Source: an optimization exercise on an open RTL-to-GDS flow (aim: small area, a short achievable clock period and few clock cycles per item). Production flows keep margins and buffers that such runs may drop. Where RTL was checked, it was by simulation tests only, not by an equivalence proof against the original. Power is estimated from default activity; no workload was simulated.

// pwm_timing_param_calc
module pwm_timing_param_calc #(
   parameter int PERIOD_BITS  = 16,
   parameter int MAX_DIV_CODE = 7
) (
   input  logic        clock,
   input  logic        reset,
   input  logic        req_start,
   output logic        busy,
   input  logic [6:0]  req_percent,
   output logic        rsp_valid,
   output logic [2:0]  rsp_div_code,
   output logic [7:0]  rsp_prescale_code,
   output logic [15:0] rsp_period_code,
   output logic [15:0] rsp_duty_code,
   output logic        rsp_duty_zero,
   output logic [1:0]  rsp_status,
   input  logic        csr_valid,
   output logic        csr_ready,
   input  logic [0:0]  csr_index,
   input  logic [31:0] csr_wdata
);
   localparam logic [30:0] G1 = 31'd1000000000;
   localparam logic [34:0] FIT_LIMIT = 35'd16776960;    
   localparam logic [7:0]  PCT100 = 8'd100;
   localparam logic [3:0] CF_DONE  = 4'd0;
   localparam logic [3:0] CF_CLK   = 4'd1;    
   localparam logic [3:0] CF_CLKR  = 4'd2;    
   localparam logic [3:0] CF_CLKS  = 4'd3;    
   localparam logic [3:0] CF_CQ    = 4'd4;    
   localparam logic [3:0] CF_CQF   = 4'd5;    
   localparam logic [3:0] CF_CYC   = 4'd6;    
   localparam logic [3:0] CF_CYF   = 4'd7;    
   localparam logic [3:0] CF_FIT   = 4'd8;    
   localparam logic [3:0] CF_PRE   = 4'd9;    
  ...
Size: ~4000 cells after synthesis, roughly 38000 um2 of cells after synthesis.
clock: 8.0 ns
lec_check: 0
cap_margin: 20
core_margin: 2
core_utilization: 60
place_density: 0.72
setup_slack_margin: 4.5
slew_margin: 20
run.sh (not shown) runs the stock make flow with config.mk's settings and CLKGATE_MAP_FILE= SYNTH_SCRIPT=/design/flow/synth_recipe.tcl, a recipe that flattens the netlist after the stock synthesis.
Testbench counts at the start, summed over its fixed seeds: cycles 23,369, items 2,400.
Next try:
--- a/flow/design.v
+++ b/flow/design.v
@@ -103,12 +103,13 @@
    logic [4:0]  cnt;
    logic        a_p;         
    logic        a_pn;        
    logic [6:0]  a_t;         
    logic [1:0]  a_u;         
    logic [5:0]  a_e34;       
+   logic [5:0]  a_xt;        
    logic [2:0]  a_d;         
    logic [32:0] xs, xc;
    logic [34:0] ys, yc;
    logic        c_busy;
    logic        c_prd;       
    logic        c_bad;
@@ -183,29 +184,22 @@
       case (a_u)
          2'd1:    r4 = {1'b0, m_clk & kq[0], kr};    
          2'd2:    r4 = {1'b0, kr, 1'b0};
          default: r4 = 33'd0;
       endcase
    end
-   logic [5:0] ea, eb, es, ek;
-   logic [5:3] ep, eg;
-   logic       g1, p1, g2, p2, ci3, ci4, ci5;
-   assign ea  = r1[32:27];
-   assign eb  = r2[32:27];
-   assign es  = ea ^ eb ^ a_e34;
-   assign ek  = (ea & eb) | (ea & a_e34) | (eb & a_e34);
-   assign g1  = es[1] & ek[0];
-   assign p1  = es[1] ^ ek[0];
-   assign g2  = es[2] & ek[1];
-   assign p2  = es[2] ^ ek[1];
-   assign ci3 = g2 | (p2 & g1);
-   assign ep  = es[5:3] ^ ek[4:2];
-   assign eg  = es[5:3] & ek[4:2];
-   assign ci4 = eg[3] | (ep[3] & ci3);
-   assign ci5 = eg[4] | (ep[4] & eg[3]) | (ep[4] & ep[3] & ci3);
-   assign est = {ep[5] ^ ci5, ep[4] ^ ci4, ep[3] ^ ci3, 3'b0};
+   logic [5:0] xt_n;
+   logic [5:0] eg0, ep0;
+   logic       ci3, ci4, ci5;
+   assign xt_n = xs_n[31:26] + xc_n[31:26];
+   assign eg0  = a_xt & a_e34;
+   assign ep0  = a_xt ^ a_e34;
+   assign ci3  = eg0[2] | (ep0[2] & eg0[1]) | (ep0[2] & ep0[1] & eg0[0]);
+   assign ci4  = eg0[3] | (ep0[3] & ci3);
+   assign ci5  = eg0[4] | (ep0[4] & eg0[3]) | (ep0[4] & ep0[3] & ci3);
+   assign est  = {ep0[5] ^ ci5, ep0[4] ^ ci4, ep0[3] ^ ci3, 3'b0};
    assign d   = (est[5:3] == 3'd7) ? 3'd0 : est[5:3];
    always_comb begin
       case (est[5:3])
          3'd1:    ndg = 33'h1c4653600;
          3'd2:    ndg = 33'h188ca6c00;
          3'd3:    ndg = 33'h14d2fa200;
@@ -349,21 +343,23 @@
             a_u   <= u_n;
             a_p   <= p_next;
             a_e34 <= e34_n;
             a_pn  <= per_r[cnt - 5'd2];
             a_d   <= d;
             xs    <= xs_n;
+            a_xt  <= xt_n;
             xc    <= xc_n;
             ys    <= ys_n;
             yc    <= yc_n;
             cnt   <= cnt - 5'd1;
          end
          case (cf_st)
             CF_CLK, CF_CLKS: begin
                if (cf_st == CF_CLK && k_raw) begin
                   xs    <= '0;
+                  a_xt  <= 6'd0;
                   xc    <= '0;
                   a_p   <= 1'b0;
                   a_u   <= 2'd1;
                   a_e34 <= {1'b0, kq[0], kr[30:27]};
                   a_d   <= '0;
                   cf_st <= CF_CLKR;
@@ -377,12 +373,13 @@
                   a_t   <= {1'b0, cq_top};
                   a_e34 <= 6'd0;
                   a_pn  <= cq_pn;
                   a_p   <= 1'b0;
                   a_d   <= '0;
                   xs    <= '0;
+                  a_xt  <= 6'd0;
                   xc    <= '0;
                   ys    <= '0;
                   yc    <= '0;
                   cnt   <= cq_cnt;
                   cf_st <= CF_CQ;
                end
@@ -417,12 +414,13 @@
                a_t   <= rr;
                a_u   <= 2'd0;
                a_p   <= 1'b1;
                a_e34 <= {2'b0, xr_sel[30:27]};
                a_d   <= '0;
                xs    <= '0;
+               a_xt  <= 6'd0;
                xc    <= '0;
                ys    <= '0;
                yc    <= '0;
                cnt   <= 5'd6;
                cf_st <= CF_CYC;
             end
@@ -490,12 +488,13 @@
             a_p   <= a_pct[6];
             a_t   <= a_pct[6] ? rr : 7'd0;
             a_u   <= 2'd0;
             a_e34 <= a_pct[6] ? {2'b0, cqr[30:27]} : 6'd0;
             a_d   <= '0;
             xs    <= '0;
+            a_xt  <= 6'd0;
             xc    <= '0;
             ys    <= '0;
             yc    <= '0;
             cnt   <= 5'd6;
          end
          if (a_st == A_RUN) a_pct <= {a_pct[5:0], 1'b0};
@@ -506,12 +505,13 @@
                a_p   <= req_percent[6];
                a_t   <= req_percent[6] ? rr : 7'd0;
                a_u   <= 2'd0;
                a_e34 <= req_percent[6] ? {2'b0, cqr[30:27]} : 6'd0;
                a_d   <= '0;
                xs    <= '0;
+               a_xt  <= 6'd0;
                xc    <= '0;
                ys    <= '0;
                yc    <= '0;
                cnt   <= 5'd6;
             end
          end
Result:
- power increases by roughly a tenth
- critical path depth increases by 8
- cell area increases slightly
- global-route usage decreases by 0.13 points
- routed wire length is about the same
- worst hold slack loses 0.0097 ns
- setup slack loses 0.61 ns
- die area increases slightly
For the second run of this note, only the layout was checked, not whether the RTL still works.

== rev 12 ==
pwm_timing_param_calc, a different RTL version from the one above (not shown whole).
Size: about 490 flip-flops, ~93 I/O pins, about 38000 um^2 of cells after synthesis.
export LEC_CHECK = 0
export CAP_MARGIN = 20
export CORE_MARGIN = 2
export CORE_UTILIZATION = 60
export PLACE_DENSITY = 0.72
export SETUP_SLACK_MARGIN = 4.0
export SLEW_MARGIN = 20
create_clock -name core_clock -period 8.0 [get_ports {clock}]
Rev 12 reached the end of the flow, and the finished layout is clean on the timing, DRC and antenna checks.
Testbench counts of rev 12, summed over its fixed seeds: cycles 23,369, items 2,400.
Here is what was changed in the inputs of rev 13 compared with rev 12.
-- flow/design.v --
<<< rev 12, line 1
module pwm_timing_param_calc #(
   parameter int PERIOD_BITS  = 16,
>>> rev 13, line 1
module ptpc_ks_add #(
   parameter int W = 8
) (
   input  logic [W-1:0] a,
   input  logic [W-1:0] b,
   input  logic         cin,
   output logic [W-1:0] s,
   output logic         cout
);
   localparam int L = $clog2(W);
   logic [(L+1)*W-1:0] g, p;
   logic [W-1:0] hs;
   always_comb begin
      hs = a ^ b;
      g[W-1:0] = a & b;
      p[W-1:0] = hs;
      g[0] = (a[0] & b[0]) | (hs[0] & cin);
      for (int l = 0; l < L; l++) begin
         for (int i = 0; i < W; i++) begin
            if (i >= (1 << l)) begin
               g[(l+1)*W+i] = g[l*W+i] | (p[l*W+i] & g[l*W+i-(1<<l)]);
               p[(l+1)*W+i] = p[l*W+i] & p[l*W+i-(1<<l)];
            end else begin
               g[(l+1)*W+i] = g[l*W+i];
               p[(l+1)*W+i] = p[l*W+i];
            end
         end
      end
      s[0] = hs[0] ^ cin;
      for (int i = 1; i < W; i++) s[i] = hs[i] ^ g[L*W+i-1];
      cout = g[L*W+W-1];
   end
endmodule
module pwm_timing_param_calc #(
   parameter int PERIOD_BITS  = 16,
<<< rev 12, line 195
   logic [30:0] y_sub;
   logic        y_ge;
   assign x_bin  = xs + xc;
   assign x_ge   = (x_bin[30:0] >= G1);
   assign y_res0 = ys + yc;
   assign y_fin  = s_y + {31'd0, {1'b0, s_d} + {3'b0, s_inc}};
   assign y_ge   = (ys[30:0] >= G1);
>>> rev 13, line 228
   logic [30:0] y_sub;
   logic        y_ge;
   logic x_co, y_co;
   ptpc_ks_add #(.W(33)) u_xbin (.a(xs), .b(xc), .cin(1'b0), .s(x_bin), .cout(x_co));
   assign x_ge   = (x_bin[30:0] >= G1);
   ptpc_ks_add #(.W(35)) u_yres (.a(ys), .b(yc), .cin(1'b0), .s(y_res0), .cout(y_co));
   assign y_fin  = s_y + {31'd0, {1'b0, s_d} + {3'b0, s_inc}};
   assign y_ge   = (ys[30:0] >= G1);
<<< rev 12, line 232
   logic        c_last;
   assign q4  = {c_r[16:0], c_yq[15:14]};
   assign df1 = {1'b0, q4} - {3'b0, dp};
   assign df2 = {1'b0, q4} - {2'b0, dp, 1'b0};
   assign df3 = {1'b0, q4} - {1'b0, dp3};
   logic [18:0] q4_lo, q4_hi;
   assign q4_lo = df1[19] ? q4 : df1[18:0];
>>> rev 13, line 266
   logic        c_last;
   assign q4  = {c_r[16:0], c_yq[15:14]};
   logic nb1, nb2, nb3;
   ptpc_ks_add #(.W(19)) u_df1 (.a(q4), .b(~{2'b0, dp}), .cin(1'b1), .s(df1[18:0]), .cout(nb1));
   ptpc_ks_add #(.W(19)) u_df2 (.a(q4), .b(~{1'b0, dp, 1'b0}), .cin(1'b1), .s(df2[18:0]), .cout(nb2));
   ptpc_ks_add #(.W(19)) u_df3 (.a(q4), .b(~dp3), .cin(1'b1), .s(df3[18:0]), .cout(nb3));
   assign df1[19] = !nb1;
   assign df2[19] = !nb2;
   assign df3[19] = !nb3;
   logic [18:0] q4_lo, q4_hi;
   assign q4_lo = df1[19] ? q4 : df1[18:0];
--- outcome ---
- Rev 12 -> rev 13: number of global-route vias before repair flat
- Count of buffers inserted at the top-level ports: rev 13 vs rev 12 — no meaningful difference
- Re number of cells on the worst hold path: no difference whatsoever between rev 12 and rev 13.
- Sequential share of layout area for rev 13: 0.43 points up relative to rev 12
- Comparing non-clock buffer count for rev 12 and rev 13, the bigger number came from rev 13.
- Top power group: sequential cells -> rev 12, combinational cells -> rev 13
- Looking at timing-limited maximum frequency, rev 13 sits 3.1 MHz lower than rev 12 does.
- Average vias per placed instance went up slightly going from rev 12 to rev 13.
- The setup slack of rev 13 is smaller than that of rev 12.
- Going from rev 12 to rev 13, footprint of the multi-input gates lost about 2.2%, wire length picked up an extra about 1%.
- Rev 12 reports its timing endpoint of the critical path as xs[15] while rev 13 reports s_inc.
Function not checked in rev 13: the RTL went through the layout flow alone.

==> afterwards: timing with drivers on the ports <==
The flow's constraints put no driver on any port. The routed layouts listed below were extracted and timed again, unchanged, in two steps.
Step 1 sets driving cells, clkbuf_16 on the clock port and buf_2 on the other inputs (assumed; they add their load-dependent delay and slew).
Step 2 adds t to the input delays and takes it off the output delays; t is the mean of the earliest and latest rising clock arrival at the registers after step 1. Input paths then give back, and output paths get back, about the clock's delay inside the block.
Slacks: ideal / step 1 / step 2; pairs: ideal / step 1.
run	shift t [ns]	setup WS [ns]	hold WS [ns]	clock arrival spread, ns	worst slew at a driven data input, ns
the first run of note 1	0.691	4.512 / 4.512 / 3.908	0.404 / 0.404 / 0.404	0.034 / 0.034	0.07
the second run of note 1	0.697	3.901 / 3.901 / 3.901	0.394 / 0.394 / 0.394	0.030 / 0.030	0.06
rev 12	0.701	4.136 / 4.081 / 3.539	0.406 / 0.406 / 0.406	0.031 / 0.031	0.05
rev 13	0.677	4.090 / 4.090 / 3.747	0.402 / 0.402 / 0.402	0.013 / 0.013	0.07
After both steps setup and hold are still met in every run listed. For the first run of note 1, which loses most, drivers alone change the setup slack by 0.000 ns; drivers and shift together by -0.604 ns.
